This is an optimization exercise on Yosys and OpenROAD, whose aim is small area, a short achievable clock period and few clock cycles per item, not a production implementation. In this exercise RTL edits were held to simulation tests only and were not proved equivalent to the original. Power and IR drop assume default switching activity.

== red ==
Design npu_top, start of the top module:
module npu_top (
    input  logic                       aclk,
    input  logic                       rst_n,
    input  logic                       reg_wr,
    input  logic                       reg_rd,
    input  logic [8-1:0] reg_addr,
    input  logic [16-1:0]     reg_wdata,
    output logic [16-1:0]     reg_rdata,
    output logic                       reg_rvalid,
    output logic                       interrupt
);
    localparam int dim = 8;
    localparam int dw  = 16;
    logic ctrl_wr, in_wr, wt_wr, start;
    logic [2:0] col_addr;
    assign ctrl_wr  = reg_wr && (reg_addr == 8'h00);
    assign in_wr    = reg_wr && (reg_addr[7:3] == 5'b00010);
    assign wt_wr    = reg_wr && (reg_addr[7:6] == 2'b01);
    assign col_addr = reg_addr[2:0];
    logic [dw-1:0] x_mem [dim];
    logic [dw-1:0] w_mem [dim][dim];
    always_ff @(posedge aclk) begin
        for (int j = 0; j < dim; j++) begin
  ...
Settings: LEC_CHECK=0, CAP_MARGIN=20, CORE_MARGIN=2, CORE_UTILIZATION=60, SLEW_MARGIN=20; clock period 10.0 ns.
standard.sh (not shown) runs the stock make flow with config.mk's settings and CLKGATE_MAP_FILE= SYNTH_SCRIPT=/design/flow/synth_recipe.tcl, a recipe that flattens the netlist after the stock synthesis.
==> flow/flow/run.sh <==
#!/bin/bash
set -uo pipefail
SETUP_MARGIN=6
R=$PWD/orfs/results/sky130hd/npu_top/base

bash standard.sh SETUP_SLACK_MARGIN=$SETUP_MARGIN $R/1_2_yosys.v > synth.log 2>&1 || { tail -20 synth.log; exit 1; }
cp $R/1_2_yosys.v $R/1_2_yosys.standard.v
python3 flow/fa_polarity.py $R/1_2_yosys.standard.v $R/1_2_yosys.fapol.v > fa_polarity.log 2>&1 || { cat fa_polarity.log; exit 1; }
cp $R/1_2_yosys.fapol.v $R/1_2_yosys.v
bash standard.sh SETUP_SLACK_MARGIN=$SETUP_MARGIN finish > layout.log 2>&1 || { tail -20 layout.log; exit 1; }
tail -3 layout.log
Other scripts of this flow, unchanged in this note and not shown: flow/flow/fa_polarity.py
red ran to completion and came out clean on the timing, DRC and antenna checks.
Testbench counts of red, summed over its fixed seeds: cycles 7,296, runs 256.
For green, these inputs were changed with respect to red:
Settings: CORE_UTILIZATION: 60 -> 40.
==> comparison <==
green: full flow OK, the timing, DRC and antenna checks passed. Re multi-input logic area: green and red aren't equal, and the higher value belongs to green. Summary: with red as the reference, combinational power in green moved up by a few percent. green: area added between synthesis and finish 1.8 points above red. Sort green and red by met1 usage, descending, and red comes first.

Another version of the RTL of npu_top (not shown whole).
For scale: ~12000 cells after synthesis, ~46 I/O pins, about 130000 um2 of cells after synthesis.
==> flow/design.v (excerpt) <==
module npu_top (
    input  logic                       aclk,
    input  logic                       rst_n,
    input  logic                       reg_wr,
    input  logic                       reg_rd,
    input  logic [8-1:0] reg_addr,
    input  logic [16-1:0]     reg_wdata,
    output logic [16-1:0]     reg_rdata,
    output logic                       reg_rvalid,
    output logic                       interrupt
);
clock: 10.0 ns
lec_check: 0
cap_margin: 20
core_margin: 2
core_utilization: 40
slew_margin: 20
==> flow/flow/run.sh <==
#!/bin/bash
set -uo pipefail
SETUP_MARGIN=6.5
R=$PWD/orfs/results/sky130hd/npu_top/base

bash standard.sh SETUP_SLACK_MARGIN=$SETUP_MARGIN $R/1_2_yosys.v > synth.log 2>&1 || { tail -20 synth.log; exit 1; }
cp $R/1_2_yosys.v $R/1_2_yosys.standard.v
python3 flow/fa_polarity.py $R/1_2_yosys.standard.v $R/1_2_yosys.fapol.v > fa_polarity.log 2>&1 || { cat fa_polarity.log; exit 1; }
cp $R/1_2_yosys.fapol.v $R/1_2_yosys.v
bash standard.sh SETUP_SLACK_MARGIN=$SETUP_MARGIN finish > layout.log 2>&1 || { tail -20 layout.log; exit 1; }
tail -3 layout.log
Other scripts of this flow, unchanged in this note and not shown: flow/flow/fa_polarity.py
Testbench counts at the start, summed over its fixed seeds: cycles 7,296, runs 256.
Next try:
--- a/flow/flow/run.sh
+++ b/flow/flow/run.sh
@@ -2,3 +2,3 @@
 set -uo pipefail
-SETUP_MARGIN=6.5
+SETUP_MARGIN=6.25
 R=$PWD/orfs/results/sky130hd/npu_top/base
--- a/flow/config.mk
+++ b/flow/config.mk
@@ -9,3 +9,3 @@
 export CORE_MARGIN = 2
-export CORE_UTILIZATION = 40
+export CORE_UTILIZATION = 60
 export SLEW_MARGIN = 20
Result: Power goes down by 2.7%. Worst hold slack is better by 0.014 ns. Cell area goes down by 6.2%. Register-to-register slack barely changes. Clock power goes down by 5.6%. Critical path depth goes down by 6. Final cell count goes down by 11%. Worst setup slack is worse by 0.080 ns. Via count barely changes.
Next try:
--- a/flow/flow/run.sh
+++ b/flow/flow/run.sh
@@ -2,3 +2,3 @@
 set -uo pipefail
-SETUP_MARGIN=6.25
+SETUP_MARGIN=6.5
 R=$PWD/orfs/results/sky130hd/npu_top/base
Outcome: Core utilization increases by 4.2 points. Synthesized area is unchanged. Combinational power increases by about 10%. Design area increases by 6.2%. Worst hold slack gains 0.0031 ns. Global-route usage increases by 3.9 points.

==> separate check: timing with driven ports <==
The flow's constraints put no driver on any port. The routed layouts listed below were extracted and timed again, unchanged, in two steps. Step 1 (the two cells are an assumption about what drives the block):
set clk [get_ports {aclk}]
set_driving_cell -lib_cell sky130_fd_sc_hd__clkbuf_16 $clk
set_driving_cell -lib_cell sky130_fd_sc_hd__buf_2 [delete_from_list [all_inputs] $clk]
Step 2 moves the port delays by t, midway between the first and last clock arrival at a register: inputs arrive t later, outputs are due t later. That takes back most of the time a late clock gives input paths. Three values: no drivers, after step 1, after step 2; two values: the first two.
run | shift t [ns] | setup slack, ns | worst hold slack (ns) | worst setup path after step 2 | latest minus earliest clock arrival (ns)
red | 0.979 | 5.878 / 5.960 / 4.981 | 0.437 / 0.437 / 0.437 | input to register | 0.110 / 0.110
green | 0.990 | 5.805 / 5.805 / 4.896 | 0.448 / 0.448 / 0.448 | input to register | 0.108 / 0.109
the first run of note 2 | 0.995 | 6.203 / 6.203 / 5.473 | 0.425 / 0.425 / 0.425 | input to register | 0.063 / 0.062
the second run of note 2 | 0.969 | 6.123 / 6.197 / 5.233 | 0.439 / 0.439 / 0.439 | input to register | 0.093 / 0.092
the third run of note 2 | 0.999 | 5.807 / 5.807 / 5.496 | 0.442 / 0.442 / 0.442 | input to register | 0.087 / 0.087
After both steps every run listed still meets setup and hold. For green, which loses most, drivers alone change the setup slack by 0.000 ns; drivers and shift together by -0.909 ns.
